What follows belongs to an exercise in optimizing a design on an open flow for small area, a short achievable clock period and few clock cycles; a production flow would make more cautious choices. For this run, only the layout was checked, not whether the RTL still works. No activity file was given, so power comes from the tool's default toggle rates.

$ cat design.v
package tlg_pkg;
	localparam int MAX_WIDTH  = 32;
	localparam int MAX_HEIGHT = 32;
	localparam int COL_W      = $clog2(MAX_WIDTH);
	localparam int ROW_W      = $clog2(MAX_HEIGHT);
	localparam int SIZE_W     = 7;
	localparam int CELL_W     = 2;
	localparam int COL_BITS   = MAX_HEIGHT * CELL_W;
	localparam logic [CELL_W-1:0] CELL_DEAD  = 2'd0;
	localparam logic [CELL_W-1:0] CELL_BORN  = 2'd1;
	localparam logic [CELL_W-1:0] CELL_ALIVE = 2'd2;
	localparam logic [CELL_W-1:0] CELL_DYING = 2'd3;
	localparam logic [1:0] KIND_WRITE = 2'd0;
	localparam logic [1:0] KIND_READ  = 2'd1;
	localparam logic [1:0] KIND_STEP  = 2'd2;
	localparam logic [1:0] KIND_NONE  = 2'd3;
	function automatic logic [4:0] clamp_m1(input logic [SIZE_W-1:0] v);
		logic [4:0] r;
		if (v < SIZE_W'(3)) begin
			r = 5'd2;
		end else if (v > SIZE_W'(32)) begin
			r = 5'd31;
		end else begin
			r = 5'(v - SIZE_W'(1));
		end
		clamp_m1 = r;
	endfunction
endpackage
module tlg_ram (
	input  logic                          clk,
	input  logic [1:0]                    lsel,
	input  logic [tlg_pkg::COL_BITS-1:0]  d1,
	input  logic [tlg_pkg::COL_BITS-1:0]  d3,
	input  logic [tlg_pkg::COL_BITS-1:0]  d31,
	output logic [tlg_pkg::COL_BITS-1:0]  slot0,
	output logic [tlg_pkg::COL_BITS-1:0]  slot1,
	output logic [tlg_pkg::COL_BITS-1:0]  slot2,
	output logic [tlg_pkg::COL_BITS-1:0]  slot3,
	output logic [tlg_pkg::COL_BITS-1:0]  slot30
);
	localparam int S = tlg_pkg::MAX_WIDTH;
	logic [S-1:0][tlg_pkg::COL_BITS-1:0] ring_q;
	always_ff @(posedge clk) begin
		case (lsel)
			2'd0:    ring_q[0] <= ring_q[19];
			2'd1:    ring_q[0] <= ring_q[23];
			2'd2:    ring_q[0] <= ring_q[27];
			default: ring_q[0] <= ring_q[31];
		endcase
		ring_q[1] <= d1;
		ring_q[2] <= ring_q[1];
		ring_q[3] <= d3;
		for (int k = 4; k < S - 1; k++) begin
			if (k == 20 || k == 24 || k == 28) begin
				ring_q[k] <= (lsel == 2'((k - 20) / 4)) ? ring_q[S-1] : ring_q[k-1];
			end else begin
				ring_q[k] <= ring_q[k-1];
			end
		end
		ring_q[S-1] <= d31;
	end
	assign slot0  = ring_q[0];
	assign slot1  = ring_q[1];
	assign slot2  = ring_q[2];
	assign slot3  = ring_q[3];
	assign slot30 = ring_q[S-2];
endmodule
module tlg_rule (
	input  logic [tlg_pkg::CELL_W-1:0] centre,
	input  logic [3:0]                 t,
	output logic [tlg_pkg::CELL_W-1:0] next_cell
);
	logic live, t3, t4;
	assign live = centre[0];
	assign t3   = t == 4'd3;
	assign t4   = t == 4'd4;
	assign next_cell[1] = live;
	assign next_cell[0] = live ? (t3 || t4) : t3;
endmodule
module tlg_cell (
	input  logic [tlg_pkg::MAX_HEIGHT-1:0][1:0] hs,
	input  logic [1:0]                          hs_last,   
	input  logic [tlg_pkg::COL_BITS-1:0]        centre,
	input  logic [tlg_pkg::MAX_HEIGHT-1:0]      keep,      
	output logic [tlg_pkg::COL_BITS-1:0]        next_col
);
	localparam int H = tlg_pkg::MAX_HEIGHT;
	for (genvar r = 0; r < H; r++) begin : g_row
		logic [1:0] hu, hd, nx;
		logic [3:0] t;
		if (r == 0) begin : g_first
			assign hu = hs_last;
		end else begin : g_mid
			assign hu = hs[r-1];
		end
		assign hd = hs[(r + 1) % H];
		assign t  = 4'(hu) + 4'(hs[r]) + 4'(hd);
		tlg_rule u_rule (
			.centre    (centre[2*r +: 2]),
			.t         (t),
			.next_cell (nx)
		);
		assign next_col[2*r +: 2] = keep[r] ? centre[2*r +: 2] : nx;
	end
endmodule
module toroidal_life_generation_step (
	input  logic        clk,
	input  logic        arst_n,
	input  logic        cfg_we,
	input  logic        cfg_index,
	input  logic [6:0]  cfg_data,
	input  logic        s_tvalid,
	output logic        s_tready,
	input  logic [15:0] s_tdata,    
	input  logic [1:0]  s_tuser,    
	output logic        m_tvalid,
	input  logic        m_tready,
	output logic [7:0]  m_tdata     
);
	localparam int H  = tlg_pkg::MAX_HEIGHT;
	localparam int CB = tlg_pkg::COL_BITS;
	localparam int CW = tlg_pkg::COL_W;
	localparam int RW = tlg_pkg::ROW_W;
	localparam int QD = 3;    
	localparam int IW = 14;   
	logic [CW-1:0] wm1_q;
	logic [RW-1:0] hm1_q;
	logic          clr_q;
	logic [CW-1:0] pcol_q;
	logic          ready_q;
	logic          v1_q, vb_q;
	logic [IW-1:0] it1_q, itb_q;
	logic          first_q;          
	logic          run_q, genb_q;
	logic [CW-1:0] rem_q;
	logic [RW-1:0] gh_q;
	logic          sw_ok_q;
	logic [1:0]    cnt_q;
	logic          mvalid_q;
	logic [QD-1:0][1:0] q_q;
	logic [H-1:0]      sw_q;
	logic [H-1:0][1:0] hs_q;
	logic [1:0]        hs_last_q;
	logic          wl, wl1, lsw_q, l3_q;
	logic [CW-1:0] wm1_d;
	logic [1:0]    lsel_q, lsel_d, lt;
	logic [CW-1:0] lm1, lm1_d, ltm1;
	logic [CW-1:0] c1_q, c2_q, c3_q;   
	logic [CW-1:0] qcol_q;             
	logic          split_now, merge_now, gen_busy, in_p;
	logic          wra_hit, wrp_hit, rda_hit, rdp_hit;
	logic [CB-1:0] slot30, d31;
	logic [RW-1:0] gha;
	logic [H-1:0]  live3, keep;
	logic          accept, adv, done1, wr_hit, rd_hit, gen_start, gen_a, last_a, slot3_ok;
	logic          is_rd1, is_wr1, is_step1, is_rdb, is_stepb, pop;
	logic [1:0]    kind1;
	logic [RW-1:0] row1;
	logic [CW-1:0] col1, k3;
	logic [1:0]    wd1;
	logic          v1_d, vb_d;
	logic [IW-1:0] item_in, it1_d, itb_d;
	logic [1:0]    cnt_d, inflight_d;
	logic [CB-1:0] slot0, slot1, slot2, slot3, d1, d3, gen_col;
	logic [H-1:0]  live0, live1, live2, left, right;
	logic [H-1:0][1:0] hs, hsx;
	logic [1:0]    rd_val, rd_cell;
	assign item_in = {s_tuser, s_tdata[10:6], s_tdata[4:0], s_tdata[13], s_tdata[13] ^ s_tdata[12]};
	assign {kind1, row1, col1, wd1} = it1_q;
	assign is_rd1   = kind1 == tlg_pkg::KIND_READ;
	assign is_wr1   = kind1 == tlg_pkg::KIND_WRITE;
	assign is_step1 = kind1 == tlg_pkg::KIND_STEP;
	assign is_rdb   = itb_q[IW-1:IW-2] == tlg_pkg::KIND_READ;
	assign is_stepb = itb_q[IW-1:IW-2] == tlg_pkg::KIND_STEP;
	assign k3       = c3_q;
	assign slot3_ok = !(clr_q && pcol_q < CW'(3));
	assign lm1  = CW'(19) + {lsel_q, 2'b00};
	assign lt   = (wm1_q < CW'(20)) ? 2'd0 : (wm1_q < CW'(24)) ? 2'd1 : (wm1_q < CW'(28)) ? 2'd2 : 2'd3;
	assign ltm1 = CW'(19) + {lt, 2'b00};
	assign gen_busy = gen_a || genb_q;
	assign split_now = lsel_q == 2'd3 && lt != 2'd3 && pcol_q == ltm1 && !clr_q && !gen_busy;
	assign merge_now = lsel_q != 2'd3 && lt != lsel_q && pcol_q == lm1
		&& qcol_q == lm1 + CW'(2) && !gen_busy;
	assign lsel_d = split_now ? lt : (merge_now ? 2'd3 : lsel_q);
	assign lm1_d  = CW'(19) + {lsel_d, 2'b00};
	assign in_p    = lsel_q != 2'd3 && col1 > lm1;
	assign wra_hit = v1_q && is_wr1 && !in_p && !run_q && !genb_q && pcol_q == col1;
	assign wrp_hit = v1_q && is_wr1 && in_p && qcol_q == col1;
	assign rda_hit = v1_q && is_rd1 && !in_p && k3 == col1;
	assign rdp_hit = v1_q && is_rd1 && in_p && qcol_q == col1;
	assign wr_hit  = wra_hit || wrp_hit;
	assign rd_hit  = rda_hit || rdp_hit;
	assign wl        = wm1_q == lm1;
	assign wl1       = wm1_q == lm1 - CW'(1);
	assign gen_start = v1_q && is_step1 && first_q && !clr_q && wm1_q <= lm1
		&& (wl ? !genb_q : (wl1 || sw_ok_q));
	assign wm1_d = (cfg_we && !cfg_index) ? tlg_pkg::clamp_m1(cfg_data) : wm1_q;
	assign done1     = wr_hit || rd_hit || gen_start || (v1_q && kind1 == tlg_pkg::KIND_NONE);
	assign s_tready = ready_q;
	assign accept   = s_tvalid && ready_q;
	assign pop      = m_tready && mvalid_q;
	assign adv = !v1_q || done1;
	always_comb begin
		v1_d  = v1_q;
		vb_d  = vb_q;
		it1_d = it1_q;
		itb_d = itb_q;
		if (adv) begin
			if (vb_q) begin
				v1_d  = 1'b1;
				it1_d = itb_q;
				vb_d  = accept;
				itb_d = item_in;
			end else begin
				v1_d  = accept;
				it1_d = item_in;
			end
		end else if (accept) begin
			vb_d  = 1'b1;
			itb_d = item_in;
		end
	end
	assign cnt_d      = cnt_q - 2'(pop) + 2'(rd_hit);
	assign inflight_d = 2'(v1_d && it1_d[IW-1:IW-2] == tlg_pkg::KIND_READ)
		+ 2'(vb_d && itb_d[IW-1:IW-2] == tlg_pkg::KIND_READ);
	always_ff @(posedge clk) begin
		it1_q <= it1_d;
		itb_q <= itb_d;
	end
	always_ff @(posedge clk or negedge arst_n) begin
		if (!arst_n) begin
			wm1_q <= CW'(tlg_pkg::MAX_WIDTH - 1);
			hm1_q <= RW'(H - 1);
		end else if (cfg_we) begin
			if (cfg_index) begin
				hm1_q <= tlg_pkg::clamp_m1(cfg_data);
			end else begin
				wm1_q <= tlg_pkg::clamp_m1(cfg_data);
			end
		end
	end
	assign gen_a  = gen_start || run_q;
	assign last_a = run_q && rem_q == '0;
	always_ff @(posedge clk or negedge arst_n) begin
		if (!arst_n) begin
			clr_q    <= 1'b1;
			pcol_q   <= '0;
			first_q  <= 1'b0;
			c1_q     <= CW'(31);
			c2_q     <= CW'(30);
			c3_q     <= CW'(29);
			qcol_q   <= CW'(2);
			lsel_q   <= 2'd3;
			lsw_q    <= 1'b0;
			l3_q     <= 1'b0;
			ready_q  <= 1'b0;
			v1_q     <= 1'b0;
			vb_q     <= 1'b0;
			run_q    <= 1'b0;
			genb_q   <= 1'b0;
			sw_ok_q  <= 1'b0;
			cnt_q    <= '0;
			mvalid_q <= 1'b0;
		end else begin
			pcol_q  <= (pcol_q == lm1_d) ? '0 : pcol_q + CW'(1);
			c1_q    <= pcol_q;
			c2_q    <= c1_q;
			c3_q    <= c2_q;
			qcol_q  <= (qcol_q == CW'(31) && lsel_d != 2'd3) ? lm1 + CW'(1) : qcol_q + CW'(1);
			lsel_q  <= lsel_d;
			first_q <= pcol_q == '0;
			lsw_q   <= pcol_q == '0 && wm1_d < lm1_d - CW'(1);
			l3_q    <= pcol_q == '0 && wm1_d == lm1_d - CW'(1);
			if (pcol_q == '1) begin
				clr_q <= 1'b0;
			end
			v1_q     <= v1_d;
			vb_q     <= vb_d;
			cnt_q    <= cnt_d;
			mvalid_q <= cnt_d != '0;
			ready_q  <= !(v1_d && vb_d) && (cnt_d + inflight_d < 2'(QD))
				&& !(v1_d && it1_d[IW-1:IW-2] == tlg_pkg::KIND_STEP)
				&& !(vb_d && itb_d[IW-1:IW-2] == tlg_pkg::KIND_STEP);
			run_q    <= gen_a && !last_a;
			genb_q   <= gen_a;
			if ((cfg_we && !cfg_index) || gen_start || (wra_hit && col1 == wm1_q)) begin
				sw_ok_q <= 1'b0;
			end else if (k3 == wm1_q && slot3_ok && !gen_a && !genb_q) begin
				sw_ok_q <= 1'b1;
			end
		end
	end
	always_ff @(posedge clk) begin
		if (gen_start) begin
			rem_q <= wm1_q - CW'(1);
		end else begin
			rem_q <= rem_q - CW'(1);
		end
		if (gen_start) begin
			gh_q <= hm1_q;
		end
	end
	always_comb begin
		for (int r = 0; r < H; r++) begin
			if (wra_hit && row1 == RW'(r)) begin
				d1[2*r +: 2] = wd1;
			end else if (clr_q) begin
				d1[2*r +: 2] = tlg_pkg::CELL_DEAD;
			end else begin
				d1[2*r +: 2] = slot0[2*r +: 2];
			end
		end
	end
	assign d3 = genb_q ? gen_col : slot2;
	always_comb begin
		for (int r = 0; r < H; r++) begin
			if (wrp_hit && row1 == RW'(r)) begin
				d31[2*r +: 2] = wd1;
			end else begin
				d31[2*r +: 2] = slot30[2*r +: 2];
			end
		end
	end
	tlg_ram u_grid (
		.clk    (clk),
		.lsel   (lsel_d),
		.d1     (d1),
		.d3     (d3),
		.d31    (d31),
		.slot0  (slot0),
		.slot1  (slot1),
		.slot2  (slot2),
		.slot3  (slot3),
		.slot30 (slot30)
	);
	always_comb begin
		for (int r = 0; r < H; r++) begin
			live0[r] = slot0[2*r];
			live1[r] = slot1[2*r];
			live2[r] = slot2[2*r];
			live3[r] = slot3[2*r];
		end
	end
	assign left  = lsw_q ? sw_q : (l3_q ? live3 : live2);
	assign right = last_a ? sw_q : live0;
	assign gha = run_q ? gh_q : hm1_q;
	always_comb begin
		for (int r = 0; r < H; r++) begin
			hs[r] = 2'(left[r]) + 2'(live1[r]) + 2'(right[r]);
		end
		for (int r = 1; r < H; r++) begin
			hsx[r] = (gha == RW'(r - 1)) ? hs[0] : hs[r];
		end
		hsx[0] = hs[0];
	end
	always_ff @(posedge clk) begin
		hs_q      <= hsx;
		hs_last_q <= hs[gha];
		if (gen_start) begin
			sw_q <= live1;
		end else if (k3 == wm1_q && !gen_a && !genb_q) begin
			sw_q <= live3;
		end
	end
	always_comb begin
		for (int r = 0; r < H; r++) begin
			keep[r] = RW'(r) > gh_q;
		end
	end
	tlg_cell u_gen (
		.hs       (hs_q),
		.hs_last  (hs_last_q),
		.centre   (slot2),
		.keep     (keep),
		.next_col (gen_col)
	);
	assign rd_cell = in_p ? slot30[2*row1 +: 2] : slot3[2*row1 +: 2];
	assign rd_val  = slot3_ok ? {rd_cell[1], rd_cell[1] ^ rd_cell[0]} : tlg_pkg::CELL_DEAD;
	always_ff @(posedge clk) begin
		for (int i = 0; i < QD; i++) begin
			if (rd_hit && 2'(i) == cnt_q - 2'(pop)) begin
				q_q[i] <= rd_val;
			end else if (pop) begin
				q_q[i] <= (i < QD - 1) ? q_q[(i + 1) % QD] : q_q[i];
			end
		end
	end
	assign m_tvalid = mvalid_q;
	assign m_tdata  = {6'd0, q_q[0]};
endmodule
$ cat run.sh
#!/bin/bash
# synth_recipe.tcl (not shown) runs the flow's synth.tcl, then flattens the netlist and writes it again
# the make line also repeats each setting of config.mk as NAME=value (left out here)
make -C /OpenROAD-flow-scripts/flow DESIGN_CONFIG=/design/flow/config.mk WORK_HOME=/design/flow/orfs CLKGATE_MAP_FILE= SYNTH_SCRIPT=/design/flow/synth_recipe.tcl finish
$ cat config.mk
export PLATFORM = sky130hd
export DESIGN_NAME = toroidal_life_generation_step
export DESIGN_NICKNAME = toroidal_life_generation_step
export VERILOG_FILES = /design/flow/design.v
export SDC_FILE = /design/flow/constraint.sdc
export NUM_CORES = 4
export LEC_CHECK = 0
export ABC_CLOCK_PERIOD_IN_PS = 3000
export CAP_MARGIN = 20
export CORE_MARGIN = 2
export CORE_UTILIZATION = 50
export CTS_CLUSTER_DIAMETER = 80
export CTS_CLUSTER_SIZE = 24
export SETUP_SLACK_MARGIN = 5
export SLEW_MARGIN = 20
$ cat constraint.sdc
create_clock -name core_clock -period 8.0 [get_ports {clk}]
set_input_delay 1.6000 -clock core_clock [delete_from_list [all_inputs] [get_ports {clk}]]
set_output_delay 1.6000 -clock core_clock [all_outputs]
set_load 0.01 [all_outputs]
==> flow_summary.yaml <==
status:
  status: "finished clean"
timing:
  setup-violations-final: 0
  skew_ns: 0.03959
  drv_slew: 0
  report.final.hold_viol_count: 0
  timing.final.crit_period_ns: 3.732
  finalCritPeriodShare: 0.4665
  fin_ws_ns: 4.268
  rsz0062_at_grt: "yes"
  worst_slew_pin_slew_ns: 1.214
  fmax_ghz: 0.2679
  relSlewSlack: 0.1906
  final.setup.tns_ns: 0
floorplanning:
  die-area_sq_um: 131300
  die_w_um: 362.4
  core_sq_um: 127500
  initial_utilization: 0.5035
  rows: 131
  fp.dieH_um: 362.4
  ios: 41
global_route:
  grt_overflow: 0
  grt_busiest_layer: "met2"
  grt.met2_usage: 0.3525
  met1_usage: 0.3270
  grt_pass1_wl_um: 221900
  use_met3: 0.03504
  track_usage: 0.2306
  antenna_found_initial: 11
  grt_max_degree: 70
  grt_pass1_vias: 33280
setup_path:
  worstSetupPathType: "flop to flop"
  crit_path_end_kind: "flop"
  r2r-start: "lsel_q[0]"
  rr_endpoint: "q_q[0]"
  crit_end: "q_q[0]"
  cp.arrival_ns: 4.25
  critPathLaunchType: "flop"
  cp.required_ns: 8.52
  rrSetupSlack_ns: 4.27
  crit_start: "lsel_q[0]"
  r2r_cells: 14
  worstPathMaxFanout: 6
cells_and_area:
  area_growth_pct: 16.13
  fin_util: 0.5847
  layout-drive-gt1-share: 0.1937
  final_common_cell: "dfxtp_1"
  layout.nets: 5142
  layout_common_cells: "dfxtp_1 (2,122), nand2_1 (271), nand3_1 (238), o21ai_0 (172), mux2_4 (155)"
  fin_cells: 6594
synth:
  synth-edff-count: 67
  syn-instance-count: 4714
  ys.flop_type: "dfxtp_1"
  synth_seq_cells: 2240
  synth_area_per_cell_sq_um: 13.62
  ys.warnings.count: 2
  ys_seq_area_frac: 0.7133
  async_flop_share: 0.02232
  synth_area_sq_um: 64210
  synth_cell_types: 83
power:
  power_switching_mw: 5.116
  p_sw_frac: 0.2568
  pwr-share-comb: 0.124
  clkPwrFrac: 0.294
  internal_power_mw: 14.81
  pwr-share-seq: 0.582
  vdd_drop_max_mv: 0.2380
  power_density_nw_per_um2: 267.2
  cellLeakagePower_nw: 30.15
run:
  cap_violations: 0
drt:
  post_drt_wl_per_cell_um: 24.10
  antenna_left: 0
  vias: 35180
  dr.pass1.iters: 5
  dr.first_iter.drc_count: 3192
  drt-total-wl_um: 158900
  vias_per_cell: 5.336
  drc: 0
cts:
  cts_made_buffers: 106
  insertion_delay_ns: 0.77
  clk_path_buf_depth: 3
  ctsHoldBuffers: 0
  clock-root-buffer: "clkbuf_16"
  cts_sinks: 2240
  clk_pin_slew_ns: 0.09
  htreeDepth: 3
  tritoncts: "done"
placement:
  hpwl_um: 85170
  finalWeightedCongestion: 0.8978
  io_buffers: 30
  dp_cells: 6261
  dpl_worst_slack_ns: 2.932
hold_path:
  hold_class: "flop to flop"
-- layout make-up --
| type | instances | area (sq um) |
|---|---|---|
| Multi-Input combinational cell | 2221 | 19190 |
| Sequential cell | 2240 | 45820 |
| Clock buffer | 123 | 2761 |
| Antenna cell | 1 | 2.502 |
| Timing Repair Buffer | 259 | 4129 |
| Tap cell | 1662 | 2079 |
| Inverter | 69 | 344.1 |
| Timing Repair inverter | 3 | 56.30 |
| Fill cell | 10020 | 52960 |
| Clock inverter | 16 | 186.4 |
-- logic make-up after synthesis --
| logic type | Yosys count | share of synthesized area |
|---|---|---|
| DFF | 2240 | 0.7133 |
| AOI/OAI and AO/OA | 450 | 0.04108 |
| other | 1 | 0.00005840 |
| adders and majority gates | 212 | 0.05261 |
| buffers and inverters | 265 | 0.01865 |
| xor gates and xnor gates | 62 | 0.008457 |
| muxes | 480 | 0.08724 |
| and+or+nand+nor | 1004 | 0.07863 |
-- cells in the mapped netlist (14+ instances only) --
cell / n / area share
mux2_4: 58 / 0.014
nor3_1: 32 / 0.0025
ha_1: 114 / 0.022
a31oi_1: 70 / 0.0068
inv_1: 64 / 0.0037
and3_1: 18 / 0.0018
mux4_2: 14 / 0.0049
xnor2_1: 39 / 0.0053
nor4_1: 16 / 0.0016
nand3b_1: 33 / 0.0039
fa_1: 97 / 0.030
and2_1: 19 / 0.0019
o31ai_1: 21 / 0.0025
mux2_1: 62 / 0.011
nor2_1: 146 / 0.0085
dfxtp_1: 2123 / 0.66
nand4_1: 20 / 0.0019
nand2_1: 274 / 0.016
nand2b_1: 43 / 0.0042
nor3b_1: 65 / 0.0076
mux2i_1: 143 / 0.022
nor2b_1: 30 / 0.0029
buf_2: 31 / 0.0024
clkbuf_1: 106 / 0.0062
xor2_1: 23 / 0.0031
edfxtp_1: 67 / 0.031
a21oi_1: 110 / 0.0086
o21ai_0: 178 / 0.014
nand3_1: 278 / 0.022
dfrtp_1: 23 / 0.0090
mux2_2: 203 / 0.036
dfstp_2: 27 / 0.011
buf_4: 17 / 0.0020
buf_1: 29 / 0.0017
-- stage by stage --
step | area [sq um] | total power, mW | hold slack (ns)
after floorplan | 64340 | 12.79 | 0.3096
after global placement | 66150 | 13.60 | 0.3096
after detailed placement | 66160 | 13.62 | 0.3121
after CTS | 72500 | 19.93 | 0.3010
after global routing | 74560 | 20.55 | 0.3038
final | 74560 | 19.92 | 0.3005
-- power groups by stage --
stage,registers (mW),logic (mW),clock network [mW]
2_1_floorplan,11.7,1.07,0
3_3_place_gp,11.9,1.72,0
3_5_place_dp,11.9,1.73,0
4_1_cts,11.6,2.33,6.01
5_1_grt,11.6,2.53,6.40
6_report,11.6,2.47,5.85
-- routing by layer --
| metal | wire [um] | up-vias |
|---|---|---|
| met1 | 71850 | 17470 |
| met5 | 20 | - |
| met3 | 9619 | 308 |
| met4 | 7076 | 4 |
| met2 | 70350 | 1104 |
| li1 | - | 16300 |
-- how the worst min path moves through the flow --
stage,from,end,slack (ns),cells past startpoint
global route,u_grid.ring_q[609],u_grid.ring_q[673],0.30,0
floorplan,u_grid.ring_q[936],u_grid.ring_q[1000],0.31,0
finish,u_grid.ring_q[737],u_grid.ring_q[801],0.30,0
detailed placement,u_grid.ring_q[1695],u_grid.ring_q[1759],0.31,0
global placement,u_grid.ring_q[1584],u_grid.ring_q[1648],0.31,0
CTS,u_grid.ring_q[737],u_grid.ring_q[801],0.30,0
-- worst max-delay path: stages, from the launching register on --
cell and delay, ns:
dfstp_2 0.62, inv_2 0.07, ha_4 0.21, and4_4 0.19, nor3_4 0.17, buf_12 0.18
buf_16 0.18, mux2i_4 0.28, nand4_1 0.25, a21oi_2 0.27, nand4_1 0.27, and2_4 0.27
mux2i_4 0.18, inv_2 0.06, mux2_2 0.25
-- repair_timing --
item / 4_1_cts / 5_1_grt
cloned: 53 / 20
pin swaps: 49 / 59
endpoints found under the hold margin: 0 / 0
buffers inserted: 95 / 25
setup endpoints to repair: 469 / 396
resized for setup: 272 / 286
-- sequential cells by signal, indices dropped and copies added, names as in the netlist, 5 cells and up --
signal         flops
u_grid.ring_q   2048
it1_q             14
itb_q             14
c2_q               5
qcol_q             5
c1_q               5
pcol_q             5
rem_q              5
hm1_q              5
wm1_q              5
hs_q              64
gh_q               5
c3_q               5
q_q                6
sw_q              32

## what the ideal ports hide
How much do the figures lean on ideal ports? The routed layout below was timed once more, with nothing changed but the port constraints. Step 1 sets driving cells, clkbuf_16 on the clock port and buf_2 on the other inputs (assumed; they add their load-dependent delay and slew). Step 2 moves the port delays by t, midway between the first and last clock arrival at a register: inputs arrive t later, outputs are due t later. That takes back most of the time a late clock gives input paths. Three values: no drivers, after step 1, after step 2; two values: the first two.
t, ns: 0.824
setup WS [ns]: 4.268 / 4.268 / 3.761
hold WS [ns]: 0.300 / 0.300 / 0.300
worst register clock-pin slew, ns: 0.10 / 0.10
After both steps this run still meets setup and hold. The setup slack of this run moves by 0.000 ns with the drivers and by -0.507 ns with both steps.
